From an optimization exercise on the open Yosys and OpenROAD flow, aimed at small area, a short achievable clock period and few clock cycles per item; shortcuts taken in it are not production practice.
Function was not checked in any run shown here: the RTL went through the layout flow alone.
Power and IR drop assume default switching activity.

==> flow/design.v, too long to show whole: its modules and the start of the top module <==
// module mac_fa: 10 lines
// module mac_aoi21: 3 lines
// module mac_oai21: 3 lines
// module mac_nand2: 3 lines
// module mac_nor2: 3 lines
// module mac_ha: 9 lines
// module wallace_mac: 2058 lines
module wallace_mac (
    input  wire        clk,
    input  wire        arst_n,
    input  wire        req,
    output logic       ack,
    input  wire [15:0] a,
    input  wire [15:0] b,
    input  wire [31:0] acc,
    input  wire        cin,
    output logic [32:0] result
);
  // ...
==> flow/flow/run.sh <==
#!/bin/bash
# The standard layout (the standard.sh: ORFS synthesis and place and route,
# unchanged), except that the port buffers that global placement inserts on
# every input and output use a plain buffer cell rather than the delay cell
# the resizer would pick by default.
set -euo pipefail
export BUFFER_PORTS_ARGS="-buffer_cell ${PORT_BUFFER:-sky130_fd_sc_hd__buf_2}"
bash standard.sh > standard_flow.log 2>&1
==> flow/standard.sh <==
#!/bin/bash
# synth_recipe.tcl (not shown) runs the flow's synth.tcl, then flattens the netlist and writes it again
# the make line also repeats each setting of config.mk as NAME=value (left out here)
make -C /OpenROAD-flow-scripts/flow DESIGN_CONFIG=/design/flow/config.mk WORK_HOME=/design/flow/orfs CLKGATE_MAP_FILE= SYNTH_SCRIPT=/design/flow/synth_recipe.tcl "${@:-finish}"
==> flow/config.mk <==
export PLATFORM = sky130hd
export DESIGN_NAME = wallace_mac
export DESIGN_NICKNAME = wallace_mac
export VERILOG_FILES = /design/flow/design.v
export SDC_FILE = /design/flow/constraint.sdc
export NUM_CORES = 4
export LEC_CHECK = 0
export CAP_MARGIN = 20
export CORE_MARGIN = 2
export CORE_UTILIZATION = 40
export CTS_BUF_LIST = sky130_fd_sc_hd__clkbuf_8
export SETUP_SLACK_MARGIN = 2.0
export SLEW_MARGIN = 20
export SYNTH_HIERARCHICAL = 1
export SYNTH_MINIMUM_KEEP_SIZE = 0
==> flow/constraint.sdc <==
create_clock -name core_clock -period 6.0 [get_ports {clk}]
set_input_delay 1.2000 -clock core_clock [delete_from_list [all_inputs] [get_ports {clk}]]
set_output_delay 1.2000 -clock core_clock [all_outputs]
set_load 0.01 [all_outputs]
==> out/results.ini, run 1 <==
[synth]
synth-simple-area-share=0.115
synth_edf_count=0
syn_avg_cell_area_um2=10.5
async_reset_ff_frac=0.0127
yosys_warnings=7
yosysSeqAreaShare=0.154
synthesis.area_um2=10300
synth_top_family_by_area=adder cells

[power]
ir_worst_vdd_v=0.000394
p_clk_mw=0.414
p_int_mw=3.26
powerDensity_nw_per_um2=575
switching_share=0.487
pg_comb_mw=5.00
seqPwrFrac=0.149

[floorplanning]
dieArea_um2=27000
num_io_pins=102

[worst_setup_path]
path_depth=11
crit_required_ns=4.80
crit_start=r_fc_183
end_kind=output pin

[grt]
use_met1=0.247
grtUsageTotal=0.186
grt_pass1_vias=7372
grtUsageMet3=0.0470
grt_antenna_before_repair=0
grt.busiest_layer=met2

[drt]
finalWirelength_mm=23.5
num_vias=6627

[finish]
final_area_um2=11100
layout_common_cells=nand2_1, fa_1, inv_1
drive_gt1_frac=0.214
seq_area_frac=0.144

[placement]
dp_cells=1326

[outcome]
status=timing/DRC/antenna clean

[sta]
rsz0062_at_grt=true
slew_violations=0
timing.fmax_ghz=0.252
fin_tns_setup_ns=0

==> run 2, diff against run 1 <==
--- a/flow/design.v
+++ b/flow/design.v
@@ -33,16 +33,22 @@
     assign y = ~((a | b) & c);
 endmodule
 module mac_nand2 (input wire a, input wire b, output logic y);
     assign y = ~(a & b);
 endmodule
 module mac_nor2 (input wire a, input wire b, output logic y);
     assign y = ~(a | b);
 endmodule
+module mac_xnor2 (input wire a, input wire b, output logic y);
+    assign y = ~(a ^ b);
+endmodule
+module mac_or2 (input wire a, input wire b, output logic y);
+    assign y = a | b;
+endmodule
 module mac_ha (
     input  wire  x,
     input  wire  y,
     output logic s,
     output logic c
 );
     assign s = x ^ y;
     assign c = x & y;
@@ -1152,62 +1158,54 @@
     logic r_fs_189;
     logic r_fc_188;
     logic r_fc_155;
     logic r_fs_190;
     logic r_fc_189;
     logic r_fc_157;
     logic r_fs_191;
     logic r_fc_190;
+    logic r_fs_199;
+    logic r_fc_203;
+    logic r_fs_204;
+    logic r_fc_204;
+    logic r_fs_205;
+    logic r_fc_205;
+    logic r_fs_206;
     logic r_fc_206;
     logic r_fs_207;
     logic r_fc_207;
     logic r_fs_208;
     logic r_fc_208;
     logic r_fs_219;
     logic r_fs_220;
     logic r_fc_219;
     logic r_fs_221;
     logic r_fc_220;
     logic r_fs_222;
     logic r_fc_221;
-    logic r_g0_10;
-    logic r_p0_10;
-    logic r_p0_27;
-    logic r_g0_27;
-    logic r_i_p0_10;
-    logic r_G1_9;
-    logic r_i_g0_10;
-    logic r_P1_9;
-    logic r_i_p0_30;
-    logic r_G1_29;
-    logic r_i_g0_30;
-    logic r_P1_29;
-    logic r_P1_31;
-    logic r_G1_31;
-    logic r_i_P2_7;
+    logic r_fs_223;
+    logic r_fc_222;
+    logic r_fs_224;
+    logic r_fc_223;
+    logic r_fs_225;
+    logic r_fc_224;
+    logic r_fs_226;
+    logic r_fc_225;
+    logic r_nacc_31;
+    logic r_fc_226;
+    logic r_G2_7;
+    logic r_P2_7;
     logic r_G2_3;
-    logic r_i_G2_7;
-    logic r_p0_28;
-    logic r_g0_28;
-    logic r_i_P1_29;
-    logic r_i_G1_29;
-    logic r_p0_8;
-    logic r_g0_8;
+    logic r_p0_1;
+    logic r_p0_4;
     logic r_p0_7;
     logic r_G3_6;
-    logic r_p0_9;
-    logic r_p0_29;
-    logic r_p0_30;
-    logic r_p0_31;
-    logic r_s_0;
-    logic r_s_1;
     logic r_s_2;
     logic r_s_3;
-    logic r_s_4;
     logic r_s_5;
     logic r_s_6;
     assign pp_0_0 = ~(a[0] & b[0]);
     assign pp_0_1 = ~(a[0] & b[1]);
     assign pp_0_2 = ~(a[0] & b[2]);
     assign pp_0_3 = ~(a[0] & b[3]);
     assign pp_0_4 = ~(a[0] & b[4]);
     assign pp_0_5 = ~(a[0] & b[5]);
@@ -1569,41 +1567,50 @@
     mac_fa u_fa_73 (.x(nacc_5), .y(pp_0_5), .z(pp_1_4), .s(fs_73), .c(fc_73));
     mac_fa u_fa_74 (.x(nacc_6), .y(pp_0_6), .z(pp_1_5), .s(fs_74), .c(fc_74));
     mac_fa u_fa_75 (.x(pp_2_4), .y(pp_3_3), .z(pp_4_2), .s(fs_75), .c(fc_75));
     mac_fa u_fa_76 (.x(nacc_7), .y(pp_0_7), .z(pp_1_6), .s(fs_76), .c(fc_76));
     mac_fa u_fa_77 (.x(pp_2_5), .y(pp_3_4), .z(pp_4_3), .s(fs_77), .c(fc_77));
     mac_fa u_fa_78 (.x(pp_5_2), .y(pp_6_1), .z(pp_7_0), .s(fs_78), .c(fc_78));
     mac_fa u_fa_79 (.x(pp_2_6), .y(pp_3_5), .z(pp_4_4), .s(fs_79), .c(fc_79));
     mac_fa u_fa_80 (.x(pp_5_3), .y(pp_6_2), .z(pp_7_1), .s(fs_80), .c(fc_80));
-    mac_fa u_ha_1 (.x(pp_8_0), .y(fs_21), .z(1'b1), .s(hs_1), .c(hc_1));
+    mac_xnor2 u_ha_1s (.a(pp_8_0), .b(fs_21), .y(hs_1));
+    mac_or2 u_ha_1c (.a(pp_8_0), .b(fs_21), .y(hc_1));
     mac_fa u_fa_81 (.x(pp_5_4), .y(pp_6_3), .z(pp_7_2), .s(fs_81), .c(fc_81));
     mac_fa u_fa_82 (.x(pp_8_1), .y(pp_9_0), .z(fc_21), .s(fs_82), .c(fc_82));
-    mac_fa u_ha_2 (.x(fs_22), .y(fs_23), .z(1'b1), .s(hs_2), .c(hc_2));
+    mac_xnor2 u_ha_2s (.a(fs_22), .b(fs_23), .y(hs_2));
+    mac_or2 u_ha_2c (.a(fs_22), .b(fs_23), .y(hc_2));
     mac_fa u_fa_83 (.x(pp_8_2), .y(pp_9_1), .z(pp_10_0), .s(fs_83), .c(fc_83));
     mac_fa u_fa_84 (.x(fc_22), .y(fc_23), .z(fs_24), .s(fs_84), .c(fc_84));
-    mac_fa u_ha_3 (.x(fs_25), .y(fs_26), .z(1'b1), .s(hs_3), .c(hc_3));
+    mac_xnor2 u_ha_3s (.a(fs_25), .b(fs_26), .y(hs_3));
+    mac_or2 u_ha_3c (.a(fs_25), .b(fs_26), .y(hc_3));
     mac_fa u_fa_85 (.x(pp_11_0), .y(fc_24), .z(fc_25), .s(fs_85), .c(fc_85));
     mac_fa u_fa_86 (.x(fc_26), .y(fs_27), .z(fs_28), .s(fs_86), .c(fc_86));
-    mac_fa u_ha_4 (.x(fs_29), .y(fs_30), .z(1'b1), .s(hs_4), .c(hc_4));
+    mac_xnor2 u_ha_4s (.a(fs_29), .b(fs_30), .y(hs_4));
+    mac_or2 u_ha_4c (.a(fs_29), .b(fs_30), .y(hc_4));
     mac_fa u_fa_87 (.x(fc_27), .y(fc_28), .z(fc_29), .s(fs_87), .c(fc_87));
     mac_fa u_fa_88 (.x(fc_30), .y(fs_31), .z(fs_32), .s(fs_88), .c(fc_88));
-    mac_fa u_ha_5 (.x(fs_33), .y(fs_34), .z(1'b1), .s(hs_5), .c(hc_5));
+    mac_xnor2 u_ha_5s (.a(fs_33), .b(fs_34), .y(hs_5));
+    mac_or2 u_ha_5c (.a(fs_33), .b(fs_34), .y(hc_5));
     mac_fa u_fa_89 (.x(fc_31), .y(fc_32), .z(fc_33), .s(fs_89), .c(fc_89));
     mac_fa u_fa_90 (.x(fs_35), .y(fs_36), .z(fs_37), .s(fs_90), .c(fc_90));
-    mac_fa u_ha_6 (.x(fc_34), .y(fs_38), .z(1'b1), .s(hs_6), .c(hc_6));
+    mac_xnor2 u_ha_6s (.a(fc_34), .b(fs_38), .y(hs_6));
+    mac_or2 u_ha_6c (.a(fc_34), .b(fs_38), .y(hc_6));
     mac_fa u_fa_91 (.x(fc_35), .y(fc_36), .z(fc_37), .s(fs_91), .c(fc_91));
     mac_fa u_fa_92 (.x(fs_39), .y(fs_40), .z(fc_38), .s(fs_92), .c(fc_92));
-    mac_fa u_ha_7 (.x(fs_41), .y(fs_42), .z(1'b1), .s(hs_7), .c(hc_7));
+    mac_xnor2 u_ha_7s (.a(fs_41), .b(fs_42), .y(hs_7));
+    mac_or2 u_ha_7c (.a(fs_41), .b(fs_42), .y(hc_7));
     mac_fa u_fa_93 (.x(fc_39), .y(fc_40), .z(fs_43), .s(fs_93), .c(fc_93));
     mac_fa u_fa_94 (.x(fs_44), .y(fc_41), .z(fc_42), .s(fs_94), .c(fc_94));
-    mac_fa u_ha_8 (.x(fs_45), .y(fs_46), .z(1'b1), .s(hs_8), .c(hc_8));
+    mac_xnor2 u_ha_8s (.a(fs_45), .b(fs_46), .y(hs_8));
+    mac_or2 u_ha_8c (.a(fs_45), .b(fs_46), .y(hc_8));
     mac_fa u_fa_95 (.x(fc_43), .y(fs_47), .z(fc_44), .s(fs_95), .c(fc_95));
     mac_fa u_fa_96 (.x(fc_45), .y(fc_46), .z(fs_48), .s(fs_96), .c(fc_96));
-    mac_fa u_ha_9 (.x(fs_49), .y(fs_50), .z(1'b1), .s(hs_9), .c(hc_9));
+    mac_xnor2 u_ha_9s (.a(fs_49), .b(fs_50), .y(hs_9));
+    mac_or2 u_ha_9c (.a(fs_49), .b(fs_50), .y(hc_9));
     mac_fa u_fa_97 (.x(fc_47), .y(fs_51), .z(fs_52), .s(fs_97), .c(fc_97));
     mac_fa u_fa_98 (.x(fs_17), .y(fc_48), .z(fc_49), .s(fs_98), .c(fc_98));
     mac_fa u_fa_99 (.x(fc_50), .y(fs_53), .z(fs_54), .s(fs_99), .c(fc_99));
     mac_fa u_fa_100 (.x(fc_51), .y(fc_52), .z(fs_55), .s(fs_100), .c(fc_100));
     mac_fa u_fa_101 (.x(fs_56), .y(fs_19), .z(fs_57), .s(fs_101), .c(fc_101));
     mac_fa u_fa_102 (.x(fc_53), .y(fc_54), .z(fs_58), .s(fs_102), .c(fc_102));
     mac_fa u_fa_103 (.x(fc_55), .y(fc_56), .z(fs_59), .s(fs_103), .c(fc_103));
     mac_fa u_fa_104 (.x(fs_60), .y(fs_61), .z(fs_20), .s(fs_104), .c(fc_104));
@@ -1625,21 +1632,24 @@
     mac_fa u_fa_120 (.x(pp_14_10), .y(pp_15_9), .z(fc_72), .s(fs_120), .c(fc_120));
     mac_fa u_fa_121 (.x(nacc_25), .y(pp_10_15), .z(pp_11_14), .s(fs_121), .c(fc_121));
     mac_fa u_fa_122 (.x(pp_12_13), .y(pp_13_12), .z(pp_14_11), .s(fs_122), .c(fc_122));
     mac_fa u_fa_123 (.x(nacc_26), .y(pp_11_15), .z(pp_12_14), .s(fs_123), .c(fc_123));
     mac_fa u_fa_124 (.x(nacc_3), .y(pp_0_3), .z(pp_1_2), .s(fs_124), .c(fc_124));
     mac_fa u_fa_125 (.x(nacc_4), .y(pp_0_4), .z(pp_1_3), .s(fs_125), .c(fc_125));
     mac_fa u_fa_126 (.x(pp_2_2), .y(pp_3_1), .z(pp_4_0), .s(fs_126), .c(fc_126));
     mac_fa u_fa_127 (.x(pp_2_3), .y(pp_3_2), .z(pp_4_1), .s(fs_127), .c(fc_127));
-    mac_fa u_ha_10 (.x(pp_5_0), .y(fs_73), .z(1'b1), .s(hs_10), .c(hc_10));
+    mac_xnor2 u_ha_10s (.a(pp_5_0), .b(fs_73), .y(hs_10));
+    mac_or2 u_ha_10c (.a(pp_5_0), .b(fs_73), .y(hc_10));
     mac_fa u_fa_128 (.x(pp_5_1), .y(pp_6_0), .z(fc_73), .s(fs_128), .c(fc_128));
-    mac_fa u_ha_11 (.x(fs_74), .y(fs_75), .z(1'b1), .s(hs_11), .c(hc_11));
+    mac_xnor2 u_ha_11s (.a(fs_74), .b(fs_75), .y(hs_11));
+    mac_or2 u_ha_11c (.a(fs_74), .b(fs_75), .y(hc_11));
     mac_fa u_fa_129 (.x(fc_74), .y(fc_75), .z(fs_76), .s(fs_129), .c(fc_129));
-    mac_fa u_ha_12 (.x(fs_77), .y(fs_78), .z(1'b1), .s(hs_12), .c(hc_12));
+    mac_xnor2 u_ha_12s (.a(fs_77), .b(fs_78), .y(hs_12));
+    mac_or2 u_ha_12c (.a(fs_77), .b(fs_78), .y(hc_12));
     mac_fa u_fa_130 (.x(fc_76), .y(fc_77), .z(fc_78), .s(fs_130), .c(fc_130));
     mac_fa u_fa_131 (.x(fs_79), .y(fs_80), .z(hs_1), .s(fs_131), .c(fc_131));
     mac_fa u_fa_132 (.x(fc_79), .y(fc_80), .z(fs_81), .s(fs_132), .c(fc_132));
     mac_fa u_fa_133 (.x(hc_1), .y(hs_2), .z(fs_82), .s(fs_133), .c(fc_133));
     mac_fa u_fa_134 (.x(fc_81), .y(fs_83), .z(hc_2), .s(fs_134), .c(fc_134));
     mac_fa u_fa_135 (.x(hs_3), .y(fc_82), .z(fs_84), .s(fs_135), .c(fc_135));
     mac_fa u_fa_136 (.x(fc_83), .y(hc_3), .z(hs_4), .s(fs_136), .c(fc_136));
     mac_fa u_fa_137 (.x(fc_84), .y(fs_85), .z(fs_86), .s(fs_137), .c(fc_137));
@@ -1701,109 +1711,78 @@
     mac_fa u_fa_193 (.x(fc_160), .y(fs_162), .z(fs_163), .s(fs_193), .c(fc_193));
     mac_fa u_fa_194 (.x(fc_162), .y(fs_164), .z(fs_165), .s(fs_194), .c(fc_194));
     mac_fa u_fa_195 (.x(fs_166), .y(fc_164), .z(fs_167), .s(fs_195), .c(fc_195));
     mac_fa u_fa_196 (.x(fc_166), .y(fs_168), .z(fs_169), .s(fs_196), .c(fc_196));
     mac_fa u_fa_197 (.x(pp_15_13), .y(fc_168), .z(fs_170), .s(fs_197), .c(fc_197));
     mac_fa u_fa_198 (.x(nacc_29), .y(pp_14_15), .z(pp_15_14), .s(fs_198), .c(fc_198));
     mac_fa u_fa_199 (.x(nacc_0), .y(ncin), .z(pp_0_0), .s(fs_199), .c(fc_199));
     mac_fa u_fa_200 (.x(nacc_1), .y(pp_0_1), .z(pp_1_0), .s(fs_200), .c(fc_200));
-    mac_fa u_ha_13 (.x(pp_2_0), .y(fs_171), .z(1'b1), .s(hs_13), .c(hc_13));
-    mac_fa u_ha_14 (.x(fc_171), .y(fs_172), .z(1'b1), .s(hs_14), .c(hc_14));
-    mac_fa u_ha_15 (.x(fc_172), .y(fs_173), .z(1'b1), .s(hs_15), .c(hc_15));
+    mac_xnor2 u_ha_13s (.a(pp_2_0), .b(fs_171), .y(hs_13));
+    mac_or2 u_ha_13c (.a(pp_2_0), .b(fs_171), .y(hc_13));
+    mac_xnor2 u_ha_14s (.a(fc_171), .b(fs_172), .y(hs_14));
+    mac_or2 u_ha_14c (.a(fc_171), .b(fs_172), .y(hc_14));
+    mac_xnor2 u_ha_15s (.a(fc_172), .b(fs_173), .y(hs_15));
+    mac_or2 u_ha_15c (.a(fc_172), .b(fs_173), .y(hc_15));
     mac_fa u_fa_201 (.x(hs_10), .y(fc_173), .z(fs_174), .s(fs_201), .c(fc_201));
     mac_fa u_fa_202 (.x(fs_128), .y(fc_174), .z(fs_175), .s(fs_202), .c(fc_202));
     mac_fa u_fa_203 (.x(fs_129), .y(fc_175), .z(fs_176), .s(fs_203), .c(fc_203));
     mac_fa u_fa_204 (.x(fs_131), .y(fc_176), .z(fs_177), .s(fs_204), .c(fc_204));
     mac_fa u_fa_205 (.x(fs_133), .y(fc_177), .z(fs_178), .s(fs_205), .c(fc_205));
     mac_fa u_fa_206 (.x(fs_135), .y(fc_178), .z(fs_179), .s(fs_206), .c(fc_206));
     mac_fa u_fa_207 (.x(fs_137), .y(fc_179), .z(fs_180), .s(fs_207), .c(fc_207));
     mac_fa u_fa_208 (.x(fs_139), .y(fc_180), .z(fs_181), .s(fs_208), .c(fc_208));
     mac_fa u_fa_219 (.x(fs_161), .y(fs_192), .z(fc_191), .s(fs_219), .c(fc_219));
     mac_fa u_fa_220 (.x(fc_161), .y(fs_193), .z(fc_192), .s(fs_220), .c(fc_220));
     mac_fa u_fa_221 (.x(fc_163), .y(fs_194), .z(fc_193), .s(fs_221), .c(fc_221));
     mac_fa u_fa_222 (.x(fc_165), .y(fs_195), .z(fc_194), .s(fs_222), .c(fc_222));
     mac_fa u_fa_223 (.x(fc_167), .y(fs_196), .z(fc_195), .s(fs_223), .c(fc_223));
     mac_fa u_fa_224 (.x(fc_169), .y(fs_197), .z(fc_196), .s(fs_224), .c(fc_224));
     mac_fa u_fa_225 (.x(fs_198), .y(fc_170), .z(fc_197), .s(fs_225), .c(fc_225));
     mac_fa u_fa_226 (.x(nacc_30), .y(pp_15_15), .z(fc_198), .s(fs_226), .c(fc_226));
-    assign p0_0 = ~fs_199;
     assign g0_1 = fc_199 & fs_200;
     assign p0_1 = fc_199 ^ fs_200;
     assign g0_2 = fc_200 & hs_13;
     assign p0_2 = fc_200 ^ hs_13;
     assign g0_3 = hc_13 & hs_14;
     assign p0_3 = hc_13 ^ hs_14;
     assign g0_4 = hc_14 & hs_15;
     assign p0_4 = hc_14 ^ hs_15;
     assign g0_5 = hc_15 & fs_201;
     assign p0_5 = hc_15 ^ fs_201;
     assign g0_6 = fc_201 & fs_202;
     assign p0_6 = fc_201 ^ fs_202;
     assign g0_7 = fc_202 & fs_203;
     assign p0_7 = fc_202 ^ fs_203;
-    assign g0_8 = fc_203 & fs_204;
-    assign p0_8 = fc_203 ^ fs_204;
-    assign g0_9 = fc_204 & fs_205;
-    assign p0_9 = fc_204 ^ fs_205;
-    assign g0_10 = fc_205 & fs_206;
-    assign p0_10 = fc_205 ^ fs_206;
-    assign g0_27 = fs_223 & fc_222;
-    assign p0_27 = fs_223 ^ fc_222;
-    assign g0_28 = fs_224 & fc_223;
-    assign p0_28 = fs_224 ^ fc_223;
-    assign g0_29 = fs_225 & fc_224;
-    assign p0_29 = fs_225 ^ fc_224;
-    assign g0_30 = fs_226 & fc_225;
-    assign p0_30 = fs_226 ^ fc_225;
-    assign g0_31 = nacc_31 & fc_226;
-    assign p0_31 = nacc_31 ^ fc_226;
     assign G1_1 = g0_1 | (p0_1 & 1'b1);
     mac_aoi21 u_G1_3 (.a(p0_3), .b(g0_2), .c(g0_3), .y(G1_3));
     mac_nand2 u_P1_3 (.a(p0_3), .b(p0_2), .y(P1_3));
     mac_aoi21 u_G1_5 (.a(p0_5), .b(g0_4), .c(g0_5), .y(G1_5));
     mac_nand2 u_P1_5 (.a(p0_5), .b(p0_4), .y(P1_5));
     mac_aoi21 u_G1_7 (.a(p0_7), .b(g0_6), .c(g0_7), .y(G1_7));
     mac_nand2 u_P1_7 (.a(p0_7), .b(p0_6), .y(P1_7));
-    mac_aoi21 u_G1_9 (.a(p0_9), .b(g0_8), .c(g0_9), .y(G1_9));
-    mac_nand2 u_P1_9 (.a(p0_9), .b(p0_8), .y(P1_9));
-    mac_aoi21 u_G1_29 (.a(p0_29), .b(g0_28), .c(g0_29), .y(G1_29));
-    mac_nand2 u_P1_29 (.a(p0_29), .b(p0_28), .y(P1_29));
-    mac_aoi21 u_G1_31 (.a(p0_31), .b(g0_30), .c(g0_31), .y(G1_31));
-    mac_nand2 u_P1_31 (.a(p0_31), .b(p0_30), .y(P1_31));
     mac_aoi21 u_G2_2 (.a(p0_2), .b(G1_1), .c(g0_2), .y(G2_2));
     assign i_G1_3 = ~G1_3;
     assign i_P1_3 = ~P1_3;
     mac_aoi21 u_G2_3 (.a(i_P1_3), .b(G1_1), .c(i_G1_3), .y(G2_3));
     assign i_g0_6 = ~g0_6;
     assign i_p0_6 = ~p0_6;
     mac_oai21 u_G2_6 (.a(i_p0_6), .b(G1_5), .c(i_g0_6), .y(G2_6));
     mac_nor2 u_P2_6 (.a(i_p0_6), .b(P1_5), .y(P2_6));
     mac_oai21 u_G2_7 (.a(P1_7), .b(G1_5), .c(G1_7), .y(G2_7));
     mac_nor2 u_P2_7 (.a(P1_7), .b(P1_5), .y(P2_7));
-    assign i_g0_10 = ~g0_10;
-    assign i_p0_10 = ~p0_10;
-    assign i_g0_30 = ~g0_30;
-    assign i_p0_30 = ~p0_30;
     assign i_g0_4 = ~g0_4;
     assign i_p0_4 = ~p0_4;
     mac_oai21 u_G3_4 (.a(i_p0_4), .b(G2_3), .c(i_g0_4), .y(G3_4));
     mac_oai21 u_G3_5 (.a(P1_5), .b(G2_3), .c(G1_5), .y(G3_5));
     assign i_G2_6 = ~G2_6;
     assign i_P2_6 = ~P2_6;
     mac_oai21 u_G3_6 (.a(i_P2_6), .b(G2_3), .c(i_G2_6), .y(G3_6));
-    assign i_G2_7 = ~G2_7;
-    assign i_P2_7 = ~P2_7;
-    assign i_G1_29 = ~G1_29;
-    assign i_P1_29 = ~P1_29;
-    assign s_0 = ~(p0_0 ^ 1'b1);
-    assign s_1 = ~(p0_1 ^ 1'b1);
     assign s_2 = ~(p0_2 ^ G1_1);
     assign s_3 = p0_3 ^ G2_2;
-    assign s_4 = p0_4 ^ G2_3;
     assign s_5 = ~(p0_5 ^ G3_4);
     assign s_6 = ~(p0_6 ^ G3_5);
     always_ff @(posedge clk) begin
         r_fs_141 <= fs_141;
         r_fc_181 <= fc_181;
         r_fs_182 <= fs_182;
         r_fs_143 <= fs_143;
         r_fc_182 <= fc_182;
@@ -1827,75 +1806,74 @@
         r_fs_189 <= fs_189;
         r_fc_188 <= fc_188;
         r_fc_155 <= fc_155;
         r_fs_190 <= fs_190;
         r_fc_189 <= fc_189;
         r_fc_157 <= fc_157;
         r_fs_191 <= fs_191;
         r_fc_190 <= fc_190;
+        r_fs_199 <= fs_199;
+        r_fc_203 <= fc_203;
+        r_fs_204 <= fs_204;
+        r_fc_204 <= fc_204;
+        r_fs_205 <= fs_205;
+        r_fc_205 <= fc_205;
+        r_fs_206 <= fs_206;
         r_fc_206 <= fc_206;
         r_fs_207 <= fs_207;
         r_fc_207 <= fc_207;
         r_fs_208 <= fs_208;
         r_fc_208 <= fc_208;
         r_fs_219 <= fs_219;
         r_fs_220 <= fs_220;
         r_fc_219 <= fc_219;
         r_fs_221 <= fs_221;
         r_fc_220 <= fc_220;
         r_fs_222 <= fs_222;
         r_fc_221 <= fc_221;
-        r_g0_10 <= g0_10;
-        r_p0_10 <= p0_10;
-        r_p0_27 <= p0_27;
-        r_g0_27 <= g0_27;
-        r_i_p0_10 <= i_p0_10;
-        r_G1_9 <= G1_9;
-        r_i_g0_10 <= i_g0_10;
-        r_P1_9 <= P1_9;
-        r_i_p0_30 <= i_p0_30;
-        r_G1_29 <= G1_29;
-        r_i_g0_30 <= i_g0_30;
-        r_P1_29 <= P1_29;
-        r_P1_31 <= P1_31;
-        r_G1_31 <= G1_31;
-        r_i_P2_7 <= i_P2_7;
+        r_fs_223 <= fs_223;
+        r_fc_222 <= fc_222;
+        r_fs_224 <= fs_224;
+        r_fc_223 <= fc_223;
+        r_fs_225 <= fs_225;
+        r_fc_224 <= fc_224;
+        r_fs_226 <= fs_226;
+        r_fc_225 <= fc_225;
+        r_nacc_31 <= nacc_31;
+        r_fc_226 <= fc_226;
+        r_G2_7 <= G2_7;
+        r_P2_7 <= P2_7;
         r_G2_3 <= G2_3;
-        r_i_G2_7 <= i_G2_7;
-        r_p0_28 <= p0_28;
-        r_g0_28 <= g0_28;
-        r_i_P1_29 <= i_P1_29;
-        r_i_G1_29 <= i_G1_29;
-        r_p0_8 <= p0_8;
-        r_g0_8 <= g0_8;
+        r_p0_1 <= p0_1;
+        r_p0_4 <= p0_4;
         r_p0_7 <= p0_7;
         r_G3_6 <= G3_6;
-        r_p0_9 <= p0_9;
-        r_p0_29 <= p0_29;
-        r_p0_30 <= p0_30;
-        r_p0_31 <= p0_31;
-        r_s_0 <= s_0;
-        r_s_1 <= s_1;
         r_s_2 <= s_2;
         r_s_3 <= s_3;
-        r_s_4 <= s_4;
         r_s_5 <= s_5;
         r_s_6 <= s_6;
     end
     mac_fa u_fa_209 (.x(r_fs_141), .y(r_fc_181), .z(r_fs_182), .s(fs_209), .c(fc_209));
     mac_fa u_fa_210 (.x(r_fs_143), .y(r_fc_182), .z(r_fs_183), .s(fs_210), .c(fc_210));
     mac_fa u_fa_211 (.x(r_fs_145), .y(r_fc_183), .z(r_fs_184), .s(fs_211), .c(fc_211));
     mac_fa u_fa_212 (.x(r_fs_147), .y(r_fc_184), .z(r_fs_185), .s(fs_212), .c(fc_212));
     mac_fa u_fa_213 (.x(r_fs_149), .y(r_fc_185), .z(r_fs_186), .s(fs_213), .c(fc_213));
     mac_fa u_fa_214 (.x(r_fs_151), .y(r_fc_186), .z(r_fs_187), .s(fs_214), .c(fc_214));
     mac_fa u_fa_215 (.x(r_fs_153), .y(r_fc_187), .z(r_fs_188), .s(fs_215), .c(fc_215));
     mac_fa u_fa_216 (.x(r_fc_153), .y(r_fs_189), .z(r_fc_188), .s(fs_216), .c(fc_216));
     mac_fa u_fa_217 (.x(r_fc_155), .y(r_fs_190), .z(r_fc_189), .s(fs_217), .c(fc_217));
     mac_fa u_fa_218 (.x(r_fc_157), .y(r_fs_191), .z(r_fc_190), .s(fs_218), .c(fc_218));
+    assign p0_0 = ~r_fs_199;
+    assign g0_8 = r_fc_203 & r_fs_204;
+    assign p0_8 = r_fc_203 ^ r_fs_204;
+    assign g0_9 = r_fc_204 & r_fs_205;
+    assign p0_9 = r_fc_204 ^ r_fs_205;
+    assign g0_10 = r_fc_205 & r_fs_206;
+    assign p0_10 = r_fc_205 ^ r_fs_206;
     assign g0_11 = r_fc_206 & r_fs_207;
     assign p0_11 = r_fc_206 ^ r_fs_207;
     assign g0_12 = r_fc_207 & r_fs_208;
     assign p0_12 = r_fc_207 ^ r_fs_208;
     assign g0_13 = r_fc_208 & fs_209;
     assign p0_13 = r_fc_208 ^ fs_209;
     assign g0_14 = fc_209 & fs_210;
     assign p0_14 = fc_209 ^ fs_210;
@@ -1918,38 +1896,56 @@
     assign g0_23 = r_fs_219 & fc_218;
     assign p0_23 = r_fs_219 ^ fc_218;
     assign g0_24 = r_fs_220 & r_fc_219;
     assign p0_24 = r_fs_220 ^ r_fc_219;
     assign g0_25 = r_fs_221 & r_fc_220;
     assign p0_25 = r_fs_221 ^ r_fc_220;
     assign g0_26 = r_fs_222 & r_fc_221;
     assign p0_26 = r_fs_222 ^ r_fc_221;
-    mac_aoi21 u_G1_11 (.a(p0_11), .b(r_g0_10), .c(g0_11), .y(G1_11));
-    mac_nand2 u_P1_11 (.a(p0_11), .b(r_p0_10), .y(P1_11));
+    assign g0_27 = r_fs_223 & r_fc_222;
+    assign p0_27 = r_fs_223 ^ r_fc_222;
+    assign g0_28 = r_fs_224 & r_fc_223;
+    assign p0_28 = r_fs_224 ^ r_fc_223;
+    assign g0_29 = r_fs_225 & r_fc_224;
+    assign p0_29 = r_fs_225 ^ r_fc_224;
+    assign g0_30 = r_fs_226 & r_fc_225;
+    assign p0_30 = r_fs_226 ^ r_fc_225;
+    assign g0_31 = r_nacc_31 & r_fc_226;
+    assign p0_31 = r_nacc_31 ^ r_fc_226;
+    mac_aoi21 u_G1_9 (.a(p0_9), .b(g0_8), .c(g0_9), .y(G1_9));
+    mac_nand2 u_P1_9 (.a(p0_9), .b(p0_8), .y(P1_9));
+    mac_aoi21 u_G1_11 (.a(p0_11), .b(g0_10), .c(g0_11), .y(G1_11));
+    mac_nand2 u_P1_11 (.a(p0_11), .b(p0_10), .y(P1_11));
     mac_aoi21 u_G1_13 (.a(p0_13), .b(g0_12), .c(g0_13), .y(G1_13));
     mac_nand2 u_P1_13 (.a(p0_13), .b(p0_12), .y(P1_13));
     mac_aoi21 u_G1_15 (.a(p0_15), .b(g0_14), .c(g0_15), .y(G1_15));
     mac_nand2 u_P1_15 (.a(p0_15), .b(p0_14), .y(P1_15));
     mac_aoi21 u_G1_17 (.a(p0_17), .b(g0_16), .c(g0_17), .y(G1_17));
     mac_nand2 u_P1_17 (.a(p0_17), .b(p0_16), .y(P1_17));
     mac_aoi21 u_G1_19 (.a(p0_19), .b(g0_18), .c(g0_19), .y(G1_19));
     mac_nand2 u_P1_19 (.a(p0_19), .b(p0_18), .y(P1_19));
     mac_aoi21 u_G1_21 (.a(p0_21), .b(g0_20), .c(g0_21), .y(G1_21));
     mac_nand2 u_P1_21 (.a(p0_21), .b(p0_20), .y(P1_21));
     mac_aoi21 u_G1_23 (.a(p0_23), .b(g0_22), .c(g0_23), .y(G1_23));
     mac_nand2 u_P1_23 (.a(p0_23), .b(p0_22), .y(P1_23));
     mac_aoi21 u_G1_25 (.a(p0_25), .b(g0_24), .c(g0_25), .y(G1_25));
     mac_nand2 u_P1_25 (.a(p0_25), .b(p0_24), .y(P1_25));
-    mac_aoi21 u_G1_27 (.a(r_p0_27), .b(g0_26), .c(r_g0_27), .y(G1_27));
-    mac_nand2 u_P1_27 (.a(r_p0_27), .b(p0_26), .y(P1_27));
-    mac_oai21 u_G2_10 (.a(r_i_p0_10), .b(r_G1_9), .c(r_i_g0_10), .y(G2_10));
-    mac_nor2 u_P2_10 (.a(r_i_p0_10), .b(r_P1_9), .y(P2_10));
-    mac_oai21 u_G2_11 (.a(P1_11), .b(r_G1_9), .c(G1_11), .y(G2_11));
-    mac_nor2 u_P2_11 (.a(P1_11), .b(r_P1_9), .y(P2_11));
+    mac_aoi21 u_G1_27 (.a(p0_27), .b(g0_26), .c(g0_27), .y(G1_27));
+    mac_nand2 u_P1_27 (.a(p0_27), .b(p0_26), .y(P1_27));
+    mac_aoi21 u_G1_29 (.a(p0_29), .b(g0_28), .c(g0_29), .y(G1_29));
+    mac_nand2 u_P1_29 (.a(p0_29), .b(p0_28), .y(P1_29));
+    mac_aoi21 u_G1_31 (.a(p0_31), .b(g0_30), .c(g0_31), .y(G1_31));
+    mac_nand2 u_P1_31 (.a(p0_31), .b(p0_30), .y(P1_31));
+    assign i_g0_10 = ~g0_10;
+    assign i_p0_10 = ~p0_10;
+    mac_oai21 u_G2_10 (.a(i_p0_10), .b(G1_9), .c(i_g0_10), .y(G2_10));
+    mac_nor2 u_P2_10 (.a(i_p0_10), .b(P1_9), .y(P2_10));
+    mac_oai21 u_G2_11 (.a(P1_11), .b(G1_9), .c(G1_11), .y(G2_11));
+    mac_nor2 u_P2_11 (.a(P1_11), .b(P1_9), .y(P2_11));
     assign i_g0_14 = ~g0_14;
     assign i_p0_14 = ~p0_14;
     mac_oai21 u_G2_14 (.a(i_p0_14), .b(G1_13), .c(i_g0_14), .y(G2_14));
     mac_nor2 u_P2_14 (.a(i_p0_14), .b(P1_13), .y(P2_14));
     mac_oai21 u_G2_15 (.a(P1_15), .b(G1_13), .c(G1_15), .y(G2_15));
     mac_nor2 u_P2_15 (.a(P1_15), .b(P1_13), .y(P2_15));
     assign i_g0_18 = ~g0_18;
     assign i_p0_18 = ~p0_18;
@@ -1964,21 +1960,25 @@
     mac_oai21 u_G2_23 (.a(P1_23), .b(G1_21), .c(G1_23), .y(G2_23));
     mac_nor2 u_P2_23 (.a(P1_23), .b(P1_21), .y(P2_23));
     assign i_g0_26 = ~g0_26;
     assign i_p0_26 = ~p0_26;
     mac_oai21 u_G2_26 (.a(i_p0_26), .b(G1_25), .c(i_g0_26), .y(G2_26));
     mac_nor2 u_P2_26 (.a(i_p0_26), .b(P1_25), .y(P2_26));
     mac_oai21 u_G2_27 (.a(P1_27), .b(G1_25), .c(G1_27), .y(G2_27));
     mac_nor2 u_P2_27 (.a(P1_27), .b(P1_25), .y(P2_27));
-    mac_oai21 u_G2_30 (.a(r_i_p0_30), .b(r_G1_29), .c(r_i_g0_30), .y(G2_30));
-    mac_nor2 u_P2_30 (.a(r_i_p0_30), .b(r_P1_29), .y(P2_30));
-    mac_oai21 u_G2_31 (.a(r_P1_31), .b(r_G1_29), .c(r_G1_31), .y(G2_31));
-    mac_nor2 u_P2_31 (.a(r_P1_31), .b(r_P1_29), .y(P2_31));
-    mac_oai21 u_G3_7 (.a(r_i_P2_7), .b(r_G2_3), .c(r_i_G2_7), .y(G3_7));
+    assign i_g0_30 = ~g0_30;
+    assign i_p0_30 = ~p0_30;
+    mac_oai21 u_G2_30 (.a(i_p0_30), .b(G1_29), .c(i_g0_30), .y(G2_30));
+    mac_nor2 u_P2_30 (.a(i_p0_30), .b(P1_29), .y(P2_30));
+    mac_oai21 u_G2_31 (.a(P1_31), .b(G1_29), .c(G1_31), .y(G2_31));
+    mac_nor2 u_P2_31 (.a(P1_31), .b(P1_29), .y(P2_31));
+    assign i_G2_7 = ~r_G2_7;
+    assign i_P2_7 = ~r_P2_7;
+    mac_oai21 u_G3_7 (.a(i_P2_7), .b(r_G2_3), .c(i_G2_7), .y(G3_7));
     mac_aoi21 u_G3_12 (.a(p0_12), .b(G2_11), .c(g0_12), .y(G3_12));
     mac_nand2 u_P3_12 (.a(p0_12), .b(P2_11), .y(P3_12));
     assign i_G1_13 = ~G1_13;
     assign i_P1_13 = ~P1_13;
     mac_aoi21 u_G3_13 (.a(i_P1_13), .b(G2_11), .c(i_G1_13), .y(G3_13));
     mac_nand2 u_P3_13 (.a(i_P1_13), .b(P2_11), .y(P3_13));
     mac_aoi21 u_G3_14 (.a(P2_14), .b(G2_11), .c(G2_14), .y(G3_14));
     mac_nand2 u_P3_14 (.a(P2_14), .b(P2_11), .y(P3_14));
@@ -1989,27 +1989,29 @@
     assign i_G1_21 = ~G1_21;
     assign i_P1_21 = ~P1_21;
     mac_aoi21 u_G3_21 (.a(i_P1_21), .b(G2_19), .c(i_G1_21), .y(G3_21));
     mac_nand2 u_P3_21 (.a(i_P1_21), .b(P2_19), .y(P3_21));
     mac_aoi21 u_G3_22 (.a(P2_22), .b(G2_19), .c(G2_22), .y(G3_22));
     mac_nand2 u_P3_22 (.a(P2_22), .b(P2_19), .y(P3_22));
     mac_aoi21 u_G3_23 (.a(P2_23), .b(G2_19), .c(G2_23), .y(G3_23));
     mac_nand2 u_P3_23 (.a(P2_23), .b(P2_19), .y(P3_23));
-    mac_aoi21 u_G3_28 (.a(r_p0_28), .b(G2_27), .c(r_g0_28), .y(G3_28));
-    mac_nand2 u_P3_28 (.a(r_p0_28), .b(P2_27), .y(P3_28));
-    mac_aoi21 u_G3_29 (.a(r_i_P1_29), .b(G2_27), .c(r_i_G1_29), .y(G3_29));
-    mac_nand2 u_P3_29 (.a(r_i_P1_29), .b(P2_27), .y(P3_29));
+    mac_aoi21 u_G3_28 (.a(p0_28), .b(G2_27), .c(g0_28), .y(G3_28));
+    mac_nand2 u_P3_28 (.a(p0_28), .b(P2_27), .y(P3_28));
+    assign i_G1_29 = ~G1_29;
+    assign i_P1_29 = ~P1_29;
+    mac_aoi21 u_G3_29 (.a(i_P1_29), .b(G2_27), .c(i_G1_29), .y(G3_29));
+    mac_nand2 u_P3_29 (.a(i_P1_29), .b(P2_27), .y(P3_29));
     mac_aoi21 u_G3_30 (.a(P2_30), .b(G2_27), .c(G2_30), .y(G3_30));
     mac_nand2 u_P3_30 (.a(P2_30), .b(P2_27), .y(P3_30));
     mac_aoi21 u_G3_31 (.a(P2_31), .b(G2_27), .c(G2_31), .y(G3_31));
     mac_nand2 u_P3_31 (.a(P2_31), .b(P2_27), .y(P3_31));
-    mac_aoi21 u_G4_8 (.a(r_p0_8), .b(G3_7), .c(r_g0_8), .y(G4_8));
-    assign i_G1_9 = ~r_G1_9;
-    assign i_P1_9 = ~r_P1_9;
+    mac_aoi21 u_G4_8 (.a(p0_8), .b(G3_7), .c(g0_8), .y(G4_8));
+    assign i_G1_9 = ~G1_9;
+    assign i_P1_9 = ~P1_9;
     mac_aoi21 u_G4_9 (.a(i_P1_9), .b(G3_7), .c(i_G1_9), .y(G4_9));
     mac_aoi21 u_G4_10 (.a(P2_10), .b(G3_7), .c(G2_10), .y(G4_10));
     mac_aoi21 u_G4_11 (.a(P2_11), .b(G3_7), .c(G2_11), .y(G4_11));
     assign i_G3_12 = ~G3_12;
     assign i_P3_12 = ~P3_12;
     mac_aoi21 u_G4_12 (.a(i_P3_12), .b(G3_7), .c(i_G3_12), .y(G4_12));
     assign i_G3_13 = ~G3_13;
     assign i_P3_13 = ~P3_13;
@@ -2075,37 +2077,40 @@
     assign i_P4_29 = ~P4_29;
     mac_oai21 u_G5_29 (.a(i_P4_29), .b(G4_15), .c(i_G4_29), .y(G5_29));
     assign i_G4_30 = ~G4_30;
     assign i_P4_30 = ~P4_30;
     mac_oai21 u_G5_30 (.a(i_P4_30), .b(G4_15), .c(i_G4_30), .y(G5_30));
     assign i_G4_31 = ~G4_31;
     assign i_P4_31 = ~P4_31;
     mac_oai21 u_G5_31 (.a(i_P4_31), .b(G4_15), .c(i_G4_31), .y(G5_31));
+    assign s_0 = ~(p0_0 ^ 1'b1);
+    assign s_1 = ~(r_p0_1 ^ 1'b1);
+    assign s_4 = r_p0_4 ^ r_G2_3;
     assign s_7 = ~(r_p0_7 ^ r_G3_6);
-    assign s_8 = ~(r_p0_8 ^ G3_7);
-    assign s_9 = r_p0_9 ^ G4_8;
-    assign s_10 = r_p0_10 ^ G4_9;
+    assign s_8 = ~(p0_8 ^ G3_7);
+    assign s_9 = p0_9 ^ G4_8;
+    assign s_10 = p0_10 ^ G4_9;
     assign s_11 = p0_11 ^ G4_10;
     assign s_12 = p0_12 ^ G4_11;
     assign s_13 = p0_13 ^ G4_12;
     assign s_14 = p0_14 ^ G4_13;
     assign s_15 = p0_15 ^ G4_14;
     assign s_16 = p0_16 ^ G4_15;
     assign s_17 = ~(p0_17 ^ G5_16);
     assign s_18 = ~(p0_18 ^ G5_17);
     assign s_19 = ~(p0_19 ^ G5_18);
     assign s_20 = ~(p0_20 ^ G5_19);
     assign s_21 = ~(p0_21 ^ G5_20);
     assign s_22 = ~(p0_22 ^ G5_21);
     assign s_23 = ~(p0_23 ^ G5_22);
     assign s_24 = ~(p0_24 ^ G5_23);
     assign s_25 = ~(p0_25 ^ G5_24);
     assign s_26 = ~(p0_26 ^ G5_25);
-    assign s_27 = ~(r_p0_27 ^ G5_26);
-    assign s_28 = ~(r_p0_28 ^ G5_27);
-    assign s_29 = ~(r_p0_29 ^ G5_28);
-    assign s_30 = ~(r_p0_30 ^ G5_29);
-    assign s_31 = ~(r_p0_31 ^ G5_30);
+    assign s_27 = ~(p0_27 ^ G5_26);
+    assign s_28 = ~(p0_28 ^ G5_27);
+    assign s_29 = ~(p0_29 ^ G5_28);
+    assign s_30 = ~(p0_30 ^ G5_29);
+    assign s_31 = ~(p0_31 ^ G5_30);
     assign s_32 = ~(1'b0 ^ G5_31);
-    assign result = {s_32, s_31, s_30, s_29, s_28, s_27, s_26, s_25, s_24, s_23, s_22, s_21, s_20, s_19, s_18, s_17, s_16, s_15, s_14, s_13, s_12, s_11, s_10, s_9, s_8, s_7, r_s_6, r_s_5, r_s_4, r_s_3, r_s_2, r_s_1, r_s_0};
+    assign result = {s_32, s_31, s_30, s_29, s_28, s_27, s_26, s_25, s_24, s_23, s_22, s_21, s_20, s_19, s_18, s_17, s_16, s_15, s_14, s_13, s_12, s_11, s_10, s_9, s_8, s_7, r_s_6, r_s_5, s_4, r_s_3, r_s_2, s_1, s_0};
 endmodule
 `default_nettype wire
==> out/results.ini, run 2 <==
[synth]
synth_top_cell_area_share=0.450  ; was 0.469
synth_edf_count=0  ; unchanged
synth_top_cells_by_area=fa_1, dfxtp_1, nand2_1  ; unchanged
syn_avg_cell_area_um2=10.2  ; was 10.5 µm²
synthesis.area_um2=10100  ; was 10300 µm²
syn_inst=983  ; was 977
ys.flop_type=dfxtp_1  ; unchanged
yosysSeqAreaShare=0.142  ; was 0.154
yosys_warnings=7  ; unchanged
ys_seq_elements=71  ; was 79
ys_top_cells_by_count=nand2_1, fa_1, inv_1  ; unchanged
synth_most_common_cell=nand2_1  ; unchanged
yosys.area.top_type=fa_1  ; unchanged
async_reset_ff_frac=0.0141  ; was 0.0127
synth_cell_types=17  ; unchanged

[drt]
drc_errors=0  ; unchanged
antenna_left=0  ; unchanged
viasPerCell=4.80  ; was 4.87
finalWirelength_mm=23.1  ; was 23.5 mm
drt_iter0_drc=331  ; was 448
first_pass_iters=5  ; unchanged
post_drt_wl_per_cell_um=17.2  ; about the same
num_vias=6434  ; was 6627

[worst_setup_path]
path_buf_inv=1  ; was 3
worstPathMaxFanout=16  ; was 17
path_class=in -> reg  ; was reg -> out
path_depth=7  ; was 11
end_kind=flop  ; was output pin
slowest_stage=fa_1  ; was fa_2
crit_family=adder cells  ; unchanged
crit_required_ns=6.25  ; was 4.80 ns
cp_cell_sequence=buf_2 -> nand2_1 -> fa_1 -> fa_1 -> fa_1 -> fa_1 -> fa_1  ; was fa_2 -> ha_4 -> a21oi_2 -> o21ai_1 -> a21oi_2 -> inv_1 -> a21oi_4 -> buf_12 -> o21ai_1 -> xnor2_1 -> buf_2
startpoint_type=primary input  ; was flop
arrival_ns=4.16  ; was 2.77 ns
slowest_delay_ns=0.57  ; was 0.64 ns
cpMostUsedCell=fa_1

[finish]
multi_input_area_um2=7440  ; was 7600 µm²
fin_cells=1341  ; was 1362
nets=1341  ; was 1377
drive_gt1_frac=0.199  ; was 0.214
mostFrequentLayoutCell=nand2_1  ; unchanged
fillCellCount=2435  ; was 2397
regArea_um2=1430  ; was 1590 µm²
layout_common_cells=nand2_1, fa_1, inv_1  ; unchanged
diodes=0  ; unchanged
area_delta_synth_final_pct=4.18  ; was 7.46%
final_core_util=0.421  ; was 0.438
final_area_um2=10500  ; was 11100 µm²

[grt]
grt_pass1_vias=6999  ; was 7372
grt_max_degree=18  ; unchanged
grt_antenna_before_repair=0  ; unchanged
grtUsageTotal=0.183  ; was 0.186
grt_overflow=0  ; unchanged
grt_pass1_wl_mm=37.0  ; was 38.3 mm

[placement]
place_hpwl_mm=18.0  ; was 18.3 mm
gp_congestion=0.813  ; was 0.884
preCtsSetupSlack_ns=1.70  ; was 1.41 ns
post_dp_cell_area_um2=9980  ; was 10300 µm²
dp_cells=1317  ; was 1326
portBuffers=101  ; unchanged

[floorplanning]
die_w_um=163  ; was 164 µm
fp-row-count=58  ; unchanged
start_util=0.404  ; was 0.408
die_h_um=163  ; was 164 µm
dieArea_um2=26400  ; was 27000 µm²
design.core.area_um2=24900  ; was 25300 µm²
num_io_pins=102  ; unchanged

[sta]
fin_tns_setup_ns=0  ; unchanged
setup_viol=0  ; unchanged
timing.fmax_ghz=0.255  ; was 0.252 GHz
hold-worst-slack_ns=0.570  ; was 0.578 ns
slew_violations=0  ; unchanged
slew_headroom=0.546  ; was 0.608
min_period_ns=3.91  ; was 3.97 ns
worst_slack_ns=2.09  ; was 2.03 ns
hold_viol=0  ; unchanged
finalCritPeriodShare=0.652  ; was 0.661
worstMarginPinSlew_ns=0.681  ; was 0.584 ns
rsz0062_at_grt=true  ; unchanged

[power]
power_mw=6.27  ; was 6.36 mW
leakagePower_nw=4.14  ; was 4.44 nW
ir_worst_vdd_v=0.000379  ; was 0.000394 V
powerDensity_nw_per_um2=599  ; was 575 nW/µm²

[clock_tree]
numCtsBuffers=9  ; unchanged
path_clk_slew_ns=0.09  ; about the same
cts_root_buffer=clkbuf_8  ; unchanged
clkSinkCount=71  ; was 79
clk_path_buf_depth=2  ; unchanged
cts_tree=built  ; unchanged
postCtsHoldBufs=0  ; unchanged
h-tree-depth=3  ; unchanged

[flow_run]
maxCapViolCount=0  ; unchanged

[min_path]
worst_hold_path_type=in -> async  ; unchanged

[outcome]
status=timing/DRC/antenna clean  ; unchanged

[run 2: cell count changes in the layout (fill, tap and decap cells not counted), sizes merged]
cell	delta
dfxtp	-8
fa	-15
or2	+15
xnor2	+15
conb	-15
buf	-3
clkbuf	-10
clkinv	+1
bufinv	+1
inv	-1
clkinvlp	-1
[run 2: report_power, final]
part / switching, mW / internal, mW
Combinational: 2.79 / 2.23
Sequential: 0.0980 / 0.716
Clock: 0.209 / 0.235
Total: 3.10 / 3.18
[run 2: worst max path at each step]
stage | slack (ns) | start | to
after floorplan | 2.02 | b[15] | r_fs_219
after global placement | 1.72 | a[2] | r_fs_187
after detailed placement | 1.70 | a[2] | r_fs_187
after CTS | 2.01 | r_fc_185 | result[26]
after global routing | 1.96 | r_fs_190 | result[27]
final | 2.09 | a[2] | r_fs_187
[run 2: repair_timing]
action | CTS | global route
setup buffers | 1 | 6
resized for setup | 8 | 24
pin swaps | 1 | 9
cloned | 1 | 0
setup endpoints to repair | 17 | 17
[run 2: per-layer routing]
layer,GRT usage,up-vias,part of all wire
li1,-,2918,-
met1,0.251,3300,0.44
met2,0.308,198,0.49
met3,0.0270,18,0.054
met4,0.0426,0,0.012
met5,0,-,0
[run 2: area by class of cell]
cell class,count,share of cell area
tap,330,0.0394
clock buffer,9,0.0118
timing repair buffer,108,0.0554
inverter,104,0.0373
multi-input combinational,712,0.711
clock inverter,7,0.00932
sequential,71,0.136
[run 2: kinds of logic after synthesis]
| kind of cell | synth area share |
|---|---|
| compound gates | 0.0531 |
| xor+xnor | 0.0392 |
| fa+ha+maj | 0.501 |
| buf+inv | 0.137 |
| flops | 0.142 |
| simple gates | 0.127 |
[run 2: modules after synthesis (local to each module, per instance)]
module	flops+latches	area, µm²	times used	cells inside
mac_xnor2	0	8.76	15	1
mac_nand2	0	3.75	27	1
mac_nor2	0	3.75	22	1
wallace_mac	71	4590	1	599
mac_oai21	0	5.00	42	1
mac_aoi21	0	8.76	37	1
mac_or2	0	6.26	15	1
mac_fa	0	20.0	226	1

separate check: timing with driven ports:
The flow's constraints put no driver on any port. The routed layouts listed below were extracted and timed again, unchanged, in two steps. Step 1 (the two cells are an assumption about what drives the block):
set clk [get_ports {clk}]
set_driving_cell -lib_cell sky130_fd_sc_hd__clkbuf_16 $clk
set_driving_cell -lib_cell sky130_fd_sc_hd__buf_2 [delete_from_list [all_inputs] $clk]
Step 2 adds t to the input delays and takes it off the output delays; t is the mean of the earliest and latest rising clock arrival at the registers after step 1. Input paths then give back, and output paths get back, about the clock's delay inside the block. a / b / c = ideal / step 1 / step 2; a / b = the first two.
run	shift t [ns]	slack for setup (ns)	worst setup path after step 2
run 1	0.412	2.031 / 1.988 / 1.611	input to register
run 2	0.411	2.086 / 2.078 / 1.667	input to register
After both steps every run listed still meets setup and hold. For run 1, which loses most, drivers alone change the setup slack by -0.043 ns; drivers and shift together by -0.420 ns.
